What follows belongs to an exercise in optimizing a design on an open flow for small area; a production flow would make more cautious choices. Only simulation tests tie the RTL to the original design; equivalence was not proved.

==> inputs of job 3342 <==
==> flow/design.v <==
package tiger_defines;
  localparam int REGNUM_W     = 5;
  localparam int NUM_REGS_DEF = 32;
  localparam int DATA_W       = 32;
  typedef enum logic {
    RF_CLEAR = 1'b0,
    RF_RUN   = 1'b1
  } rf_state_t;
endpackage
module tiger_cell (
  input  logic clk,
  input  logic we,
  input  logic keep,
  input  logic wdata,
  output logic q
);
  always_ff @(posedge clk) q <= ~((q | we) & (wdata | keep));
endmodule
module tiger_row #(
  parameter int DW = tiger_defines::DATA_W
) (
  input  logic          clk,
  input  logic          we,
  input  logic          keep,
  input  logic [DW-1:0] wdata,
  output logic [DW-1:0] q
);
  for (genvar i = 0; i < DW; i++) begin : g_bit
    tiger_cell u_cell (.clk(clk), .we(we), .keep(keep), .wdata(wdata[i]), .q(q[i]));
  end
endmodule
module tiger_aoi3_bit #(
  parameter int K = 3
) (
  input  logic [K-1:0] sel,
  input  logic [K-1:0] data,
  output logic         yn
);
  assign yn = ~|(sel & data);
endmodule
module tiger_aoi3 #(
  parameter int K  = 3,
  parameter int DW = tiger_defines::DATA_W
) (
  input  logic [K-1:0]         sel,
  input  logic [K-1:0][DW-1:0] data,
  output logic [DW-1:0]        yn
);
  for (genvar b = 0; b < DW; b++) begin : g_bit
    logic [K-1:0] d;
    for (genvar i = 0; i < K; i++) begin : g_in
      assign d[i] = data[i][b];
    end
    tiger_aoi3_bit #(.K(K)) u_bit (.sel(sel), .data(d), .yn(yn[b]));
  end
endmodule
module tiger_nandn_bit #(
  parameter int G = 11
) (
  input  logic [G-1:0] gn,
  input  logic         inv,
  output logic         y
);
  assign y = ~&gn ^ inv;
endmodule
module tiger_nandn #(
  parameter int G  = 11,
  parameter int DW = tiger_defines::DATA_W
) (
  input  logic [G-1:0][DW-1:0] gn,
  input  logic                 inv,
  output logic [DW-1:0]        y
);
  for (genvar b = 0; b < DW; b++) begin : g_bit
    logic [G-1:0] g;
    for (genvar i = 0; i < G; i++) begin : g_in
      assign g[i] = gn[i][b];
    end
    tiger_nandn_bit #(.G(G)) u_bit (.gn(g), .inv(inv), .y(y[b]));
  end
endmodule
module tiger_rdmux #(
  parameter int N  = 32,
  parameter int DW = tiger_defines::DATA_W
) (
  input  logic [N-1:0]         sel,
  input  logic [N-1:0][DW-1:0] data,
  input  logic                 inv,
  output logic [DW-1:0]        y
);
  localparam int G3 = N / 3;
  localparam int G  = G3 + N % 3;
  logic [G-1:0][DW-1:0] gn;
  for (genvar g = 0; g < G; g++) begin : g_grp
    localparam int K  = (g < G3) ? 3 : 1;
    localparam int LO = (g < G3) ? 3 * g : 3 * G3 + (g - G3);
    tiger_aoi3 #(.K(K), .DW(DW)) u_aoi (
      .sel(sel[LO +: K]), .data(data[LO +: K]), .yn(gn[g])
    );
  end
  tiger_nandn #(.G(G), .DW(DW)) u_or (.gn(gn), .inv(inv), .y(y));
endmodule
module tiger_regfile #(
  parameter int NUM_REGS = tiger_defines::NUM_REGS_DEF
) (
  input  logic                clk,
  input  logic                reset,
  input  logic                stall,
  input  logic [tiger_defines::REGNUM_W-1:0] readRegNumA,
  input  logic [tiger_defines::REGNUM_W-1:0] readRegNumB,
  input  logic [tiger_defines::REGNUM_W-1:0] readCopNum,
  input  logic                writeRegEn,
  input  logic                writeRegEnCop,
  input  logic [tiger_defines::REGNUM_W-1:0] writeRegNum,
  input  logic [tiger_defines::DATA_W-1:0]   writeRegData,
  output logic [tiger_defines::DATA_W-1:0]   regDataA,
  output logic [tiger_defines::DATA_W-1:0]   regDataB,
  output logic [tiger_defines::DATA_W-1:0]   copData,
  output logic                initBusy
);
  localparam int DW = tiger_defines::DATA_W;
  localparam int AW = tiger_defines::REGNUM_W;
  tiger_defines::rf_state_t state;
  logic [AW-1:0]  clear_idx;
  logic           clearing;
  assign clearing = (state == tiger_defines::RF_CLEAR);
  assign initBusy = clearing;
  logic phase;
  always_ff @(posedge clk) begin
    if (reset) phase <= 1'b0;
    else       phase <= ~phase;
  end
  always_ff @(posedge clk) begin
    if (reset) begin
      state     <= tiger_defines::RF_CLEAR;
      clear_idx <= '0;
    end else if (clearing) begin
      clear_idx <= clear_idx + 1'b1;
      if (clear_idx == AW'(NUM_REGS - 1)) state <= tiger_defines::RF_RUN;
    end
  end
  logic [NUM_REGS-1:0] gpr_we, cop_we;
  logic [DW-1:0]       bank_wdata;
  assign bank_wdata = (writeRegData & {DW{~clearing}}) ^ {DW{phase}};
  always_comb begin
    for (int r = 0; r < NUM_REGS; r++) begin
      gpr_we[r] = clearing | (!reset && writeRegEn    && writeRegNum == AW'(r));
      cop_we[r] = clearing | (!reset && writeRegEnCop && writeRegNum == AW'(r));
    end
  end
  logic [NUM_REGS-1:0][DW-1:0] gpr_q, cop_q;
  assign gpr_q[0] = '0;
  for (genvar r = 1; r < NUM_REGS; r++) begin : g_gpr
    tiger_row #(.DW(DW)) u_row (
      .clk(clk), .we(gpr_we[r]), .keep(~gpr_we[r]), .wdata(bank_wdata), .q(gpr_q[r])
    );
  end
  for (genvar r = 0; r < NUM_REGS; r++) begin : g_cop
    tiger_row #(.DW(DW)) u_row (
      .clk(clk), .we(cop_we[r]), .keep(~cop_we[r]), .wdata(bank_wdata), .q(cop_q[r])
    );
  end
  logic zero, load, hold, inv_a, inv_b, inv_c;
  assign zero   = reset | clearing;
  assign load   = !zero && !stall;
  assign hold   = !zero && stall;
  assign inv_a  = load && phase && readRegNumA != '0;
  assign inv_b  = load && phase && readRegNumB != '0;
  assign inv_c  = load && phase;
  logic [NUM_REGS-1:0] sel_a, sel_b, sel_c;
  always_comb begin
    for (int r = 0; r < NUM_REGS; r++) begin
      sel_a[r] = load && readRegNumA == AW'(r);
      sel_b[r] = load && readRegNumB == AW'(r);
      sel_c[r] = load && readCopNum  == AW'(r);
    end
    sel_a[0] = hold;    
    sel_b[0] = hold;
  end
  logic [DW-1:0] nxt_a, nxt_b, nxt_c;
  tiger_rdmux #(.N(NUM_REGS), .DW(DW)) u_mux_a (
    .sel(sel_a), .data({gpr_q[NUM_REGS-1:1], regDataA}), .inv(inv_a), .y(nxt_a)
  );
  tiger_rdmux #(.N(NUM_REGS), .DW(DW)) u_mux_b (
    .sel(sel_b), .data({gpr_q[NUM_REGS-1:1], regDataB}), .inv(inv_b), .y(nxt_b)
  );
  tiger_rdmux #(.N(NUM_REGS + 1), .DW(DW)) u_mux_c (
    .sel({sel_c, hold}), .data({cop_q, copData}), .inv(inv_c), .y(nxt_c)
  );
  always_ff @(posedge clk) begin
    regDataA <= nxt_a;
    regDataB <= nxt_b;
    copData  <= nxt_c;
  end
endmodule
==> flow/run.sh <==
#!/bin/bash
# synth_recipe.tcl (not shown) runs the flow's synth.tcl, then flattens the netlist and writes it again
# the make line also repeats each setting of config.mk as NAME=value (left out here)
make -C /OpenROAD-flow-scripts/flow DESIGN_CONFIG=/design/flow/config.mk WORK_HOME=/design/flow/orfs CLKGATE_MAP_FILE= SYNTH_SCRIPT=/design/flow/synth_recipe.tcl finish
==> flow/config.mk <==
export PLATFORM = sky130hd
export DESIGN_NAME = tiger_regfile
export DESIGN_NICKNAME = tiger_regfile
export VERILOG_FILES = /design/flow/design.v
export SDC_FILE = /design/flow/constraint.sdc
export NUM_CORES = 4
export LEC_CHECK = 0
export CAP_MARGIN = 20
export CORE_MARGIN = 2
export CORE_UTILIZATION = 40
export CTS_CLUSTER_DIAMETER = 150
export CTS_CLUSTER_SIZE = 26
export SLEW_MARGIN = 20
export SYNTH_HIERARCHICAL = 1
==> flow/constraint.sdc <==
create_clock -name core_clock -period 5.0 [get_ports {clk}]
set_input_delay 1.0000 -clock core_clock [delete_from_list [all_inputs] [get_ports {clk}]]
set_output_delay 1.0000 -clock core_clock [all_outputs]
set_load 0.01 [all_outputs]
==> inputs of job 6265, as changes to job 3342 <==
==> flow/design.v, changed modules only <==
module tiger_rowin_bit (
  input  logic we,
  input  logic keep,
  input  logic wdata,
  input  logic q,
  output logic d
);
  assign d = (q & keep) | (wdata & we);
endmodule
module tiger_rowin #(
  parameter int DW = tiger_defines::DATA_W
) (
  input  logic          we,
  input  logic          keep,
  input  logic [DW-1:0] wdata,
  input  logic [DW-1:0] q,
  output logic [DW-1:0] d
);
  for (genvar i = 0; i < DW; i++) begin : g_bit
    tiger_rowin_bit u_bit (.we(we), .keep(keep), .wdata(wdata[i]), .q(q[i]), .d(d[i]));
  end
endmodule
module tiger_row #(
  parameter int DW = tiger_defines::DATA_W
) (
  input  logic          clk,
  input  logic          we,
  input  logic          keep,
  input  logic [DW-1:0] wdata,
  output logic [DW-1:0] q
);
  logic [DW-1:0] d;
  tiger_rowin #(.DW(DW)) u_in (.we(we), .keep(keep), .wdata(wdata), .q(q), .d(d));
  always_ff @(posedge clk) q <= d;
endmodule
module tiger_nandn #(
  parameter int G  = 11,
  parameter int DW = tiger_defines::DATA_W
) (
  input  logic [G-1:0][DW-1:0] gn,
  output logic [DW-1:0]        y
);
  always_comb begin
    y = '1;
    for (int i = 0; i < G; i++) y &= gn[i];
    y = ~y;
  end
endmodule
module tiger_rdmux #(
  parameter int N  = 32,
  parameter int DW = tiger_defines::DATA_W
) (
  input  logic [N-1:0]         sel,
  input  logic [N-1:0][DW-1:0] data,
  output logic [DW-1:0]        y
);
  localparam int G = (N + 2) / 3;
  logic [G-1:0][DW-1:0] gn;
  for (genvar g = 0; g < G; g++) begin : g_grp
    localparam int K = (3 * g + 3 <= N) ? 3 : N - 3 * g;
    tiger_aoi3 #(.K(K), .DW(DW)) u_aoi (
      .sel(sel[3*g +: K]), .data(data[3*g +: K]), .yn(gn[g])
    );
  end
  tiger_nandn #(.G(G), .DW(DW)) u_or (.gn(gn), .y(y));
endmodule
module tiger_regfile #(
  parameter int NUM_REGS = tiger_defines::NUM_REGS_DEF
) (
  input  logic                clk,
  input  logic                reset,
  input  logic                stall,
  input  logic [tiger_defines::REGNUM_W-1:0] readRegNumA,
  input  logic [tiger_defines::REGNUM_W-1:0] readRegNumB,
  input  logic [tiger_defines::REGNUM_W-1:0] readCopNum,
  input  logic                writeRegEn,
  input  logic                writeRegEnCop,
  input  logic [tiger_defines::REGNUM_W-1:0] writeRegNum,
  input  logic [tiger_defines::DATA_W-1:0]   writeRegData,
  output logic [tiger_defines::DATA_W-1:0]   regDataA,
  output logic [tiger_defines::DATA_W-1:0]   regDataB,
  output logic [tiger_defines::DATA_W-1:0]   copData,
  output logic                initBusy
);
  localparam int DW = tiger_defines::DATA_W;
  localparam int AW = tiger_defines::REGNUM_W;
  tiger_defines::rf_state_t state;
  logic [AW-1:0]  clear_idx;
  logic           clearing;
  assign clearing = (state == tiger_defines::RF_CLEAR);
  assign initBusy = clearing;
  always_ff @(posedge clk) begin
    if (reset) begin
      state     <= tiger_defines::RF_CLEAR;
      clear_idx <= '0;
    end else if (clearing) begin
      clear_idx <= clear_idx + 1'b1;
      if (clear_idx == AW'(NUM_REGS - 1)) state <= tiger_defines::RF_RUN;
    end
  end
  logic [NUM_REGS-1:0] gpr_we, cop_we;
  logic [DW-1:0]       bank_wdata;
  assign bank_wdata = writeRegData & {DW{~clearing}};
  always_comb begin
    for (int r = 0; r < NUM_REGS; r++) begin
      gpr_we[r] = clearing | (!reset && writeRegEn    && writeRegNum == AW'(r));
      cop_we[r] = clearing | (!reset && writeRegEnCop && writeRegNum == AW'(r));
    end
  end
  logic [NUM_REGS-1:0][DW-1:0] gpr_q, cop_q;
  assign gpr_q[0] = '0;
  for (genvar r = 1; r < NUM_REGS; r++) begin : g_gpr
    tiger_row #(.DW(DW)) u_row (
      .clk(clk), .we(gpr_we[r]), .keep(~gpr_we[r]), .wdata(bank_wdata), .q(gpr_q[r])
    );
  end
  for (genvar r = 0; r < NUM_REGS; r++) begin : g_cop
    tiger_row #(.DW(DW)) u_row (
      .clk(clk), .we(cop_we[r]), .keep(~cop_we[r]), .wdata(bank_wdata), .q(cop_q[r])
    );
  end
  logic zero, load, hold;
  assign zero = reset | clearing;
  assign load = !zero && !stall;
  assign hold = !zero && stall;
  logic [NUM_REGS-1:0] sel_a, sel_b, sel_c;
  always_comb begin
    for (int r = 0; r < NUM_REGS; r++) begin
      sel_a[r] = load && readRegNumA == AW'(r);
      sel_b[r] = load && readRegNumB == AW'(r);
      sel_c[r] = load && readCopNum  == AW'(r);
    end
    sel_a[0] = hold;    
    sel_b[0] = hold;
  end
  logic [DW-1:0] nxt_a, nxt_b, nxt_c;
  tiger_rdmux #(.N(NUM_REGS), .DW(DW)) u_mux_a (
    .sel(sel_a), .data({gpr_q[NUM_REGS-1:1], regDataA}), .y(nxt_a)
  );
  tiger_rdmux #(.N(NUM_REGS), .DW(DW)) u_mux_b (
    .sel(sel_b), .data({gpr_q[NUM_REGS-1:1], regDataB}), .y(nxt_b)
  );
  tiger_rdmux #(.N(NUM_REGS + 1), .DW(DW)) u_mux_c (
    .sel({sel_c, hold}), .data({cop_q, copData}), .y(nxt_c)
  );
  always_ff @(posedge clk) begin
    regDataA <= nxt_a;
    regDataB <= nxt_b;
    copData  <= nxt_c;
  end
endmodule
// module tiger_cell removed
// module tiger_nandn_bit removed
- CAP_MARGIN: 20 -> 0
- CORE_UTILIZATION: 40 -> 65
- SLEW_MARGIN: 20 -> 0
==> inputs of job 8161, as changes to job 3342 <==
==> flow/flow/run.sh (new file) <==
#!/bin/bash
# Standard ORFS layout (the standard.sh, standard synthesis unchanged) with two changes:
#  - port buffers use the smallest buffer cell instead of the default choice;
#  - clock tree synthesis without dummy loads, with larger sink clusters.
set -euo pipefail
export BUFFER_PORTS_ARGS="-buffer_cell sky130_fd_sc_hd__buf_1"
export CTS_ARGS="-sink_clustering_enable -repair_clock_nets -dont_use_dummy_load -sink_clustering_size 26 -sink_clustering_max_diameter 150"
bash standard.sh > standard.log 2>&1
==> flow/standard.sh (new file) <==
#!/bin/bash
# synth_recipe.tcl (not shown) runs the flow's synth.tcl, then flattens the netlist and writes it again
# the make line also repeats each setting of config.mk as NAME=value (left out here)
make -C /OpenROAD-flow-scripts/flow DESIGN_CONFIG=/design/flow/config.mk WORK_HOME=/design/flow/orfs CLKGATE_MAP_FILE= SYNTH_SCRIPT=/design/flow/synth_recipe.tcl "${@:-finish}"
- CORE_UTILIZATION: 40 -> 58
removed: flow/run.sh
==> impl_metrics.py <==
metrics = {
    "flow_run": {
        "maxCapViolations": 1,
    },
    "run_status": {
        "so_faults": "max-capacitance violations, max-slew violations",
        "status": "complete, but fails checks",
    },
    "setup_path": {
        "r2r_cells": 7,
    },
    "timing": {
        "maxSlewViolCount": 33,
    },
}
That was job 6265.
==> impl_metrics.py <==
metrics = {
    "setup_path": {
        "r2r_end": "copData[26]$_DFF_P_",
        "r2r_cells": 9,
    },
    "synthesis": {
        "yosysMostFrequentCell": "dfxtp_1",
    },
    "run_status": {
        "status": "no timing/DRC/antenna violations",
    },
    "flow_run": {
        "maxCapViolations": 0,
    },
    "layout": {
        "seq_area_um2": 42430,
    },
}
That was job 8161.
==> impl_metrics.py <==
metrics = {
    "layout": {
        "clkbuf_count": 93,
        "regMostFlops": "g_cop.u_row.g_bit.u_cell.q",
    },
    "clock_network": {
        "ctsHoldBuffers": 0,
    },
    "timing": {
        "setup_viol": 0,
        "maxSlewViolCount": 0,
    },
    "run_status": {
        "status": "no timing/DRC/antenna violations",
    },
    "setup_path": {
        "r2r_cells": 10,
    },
    "flow_run": {
        "maxCapViolations": 0,
    },
}
That was job 3342.

-- port drivers added, routing unchanged --
How much do the figures lean on ideal ports? The routed layouts below were timed once more, with nothing changed but the port constraints. Step 1, drivers: a clkbuf_16 drives clk and a buf_2 each remaining input, both assumed. Step 2 adds t to the input delays and takes it off the output delays; t is the mean of the earliest and latest rising clock arrival at the registers after step 1. Input paths then give back, and output paths get back, about the clock's delay inside the block. Three values: ideal ports, drivers, drivers and shift; two values: the first two.
run | t (ns) | setup slack, ns | worst setup path after step 2 | latest minus earliest clock arrival (ns) | slew at the worst register clock pin (ns)
job 3342 | 0.868 | 0.937 / 0.924 / 0.056 | input to register | 0.034 / 0.034 | 0.11 / 0.11
job 6265 | 0.844 | 0.510 / 0.551 / -0.293 | input to register | 0.046 / 0.046 | 0.11 / 0.11
job 8161 | 0.818 | 0.991 / 0.991 / 0.341 | input to register | 0.074 / 0.075 | 0.11 / 0.11
For job 3342, which loses most, drivers alone change the setup slack by -0.013 ns; drivers and shift together by -0.881 ns.
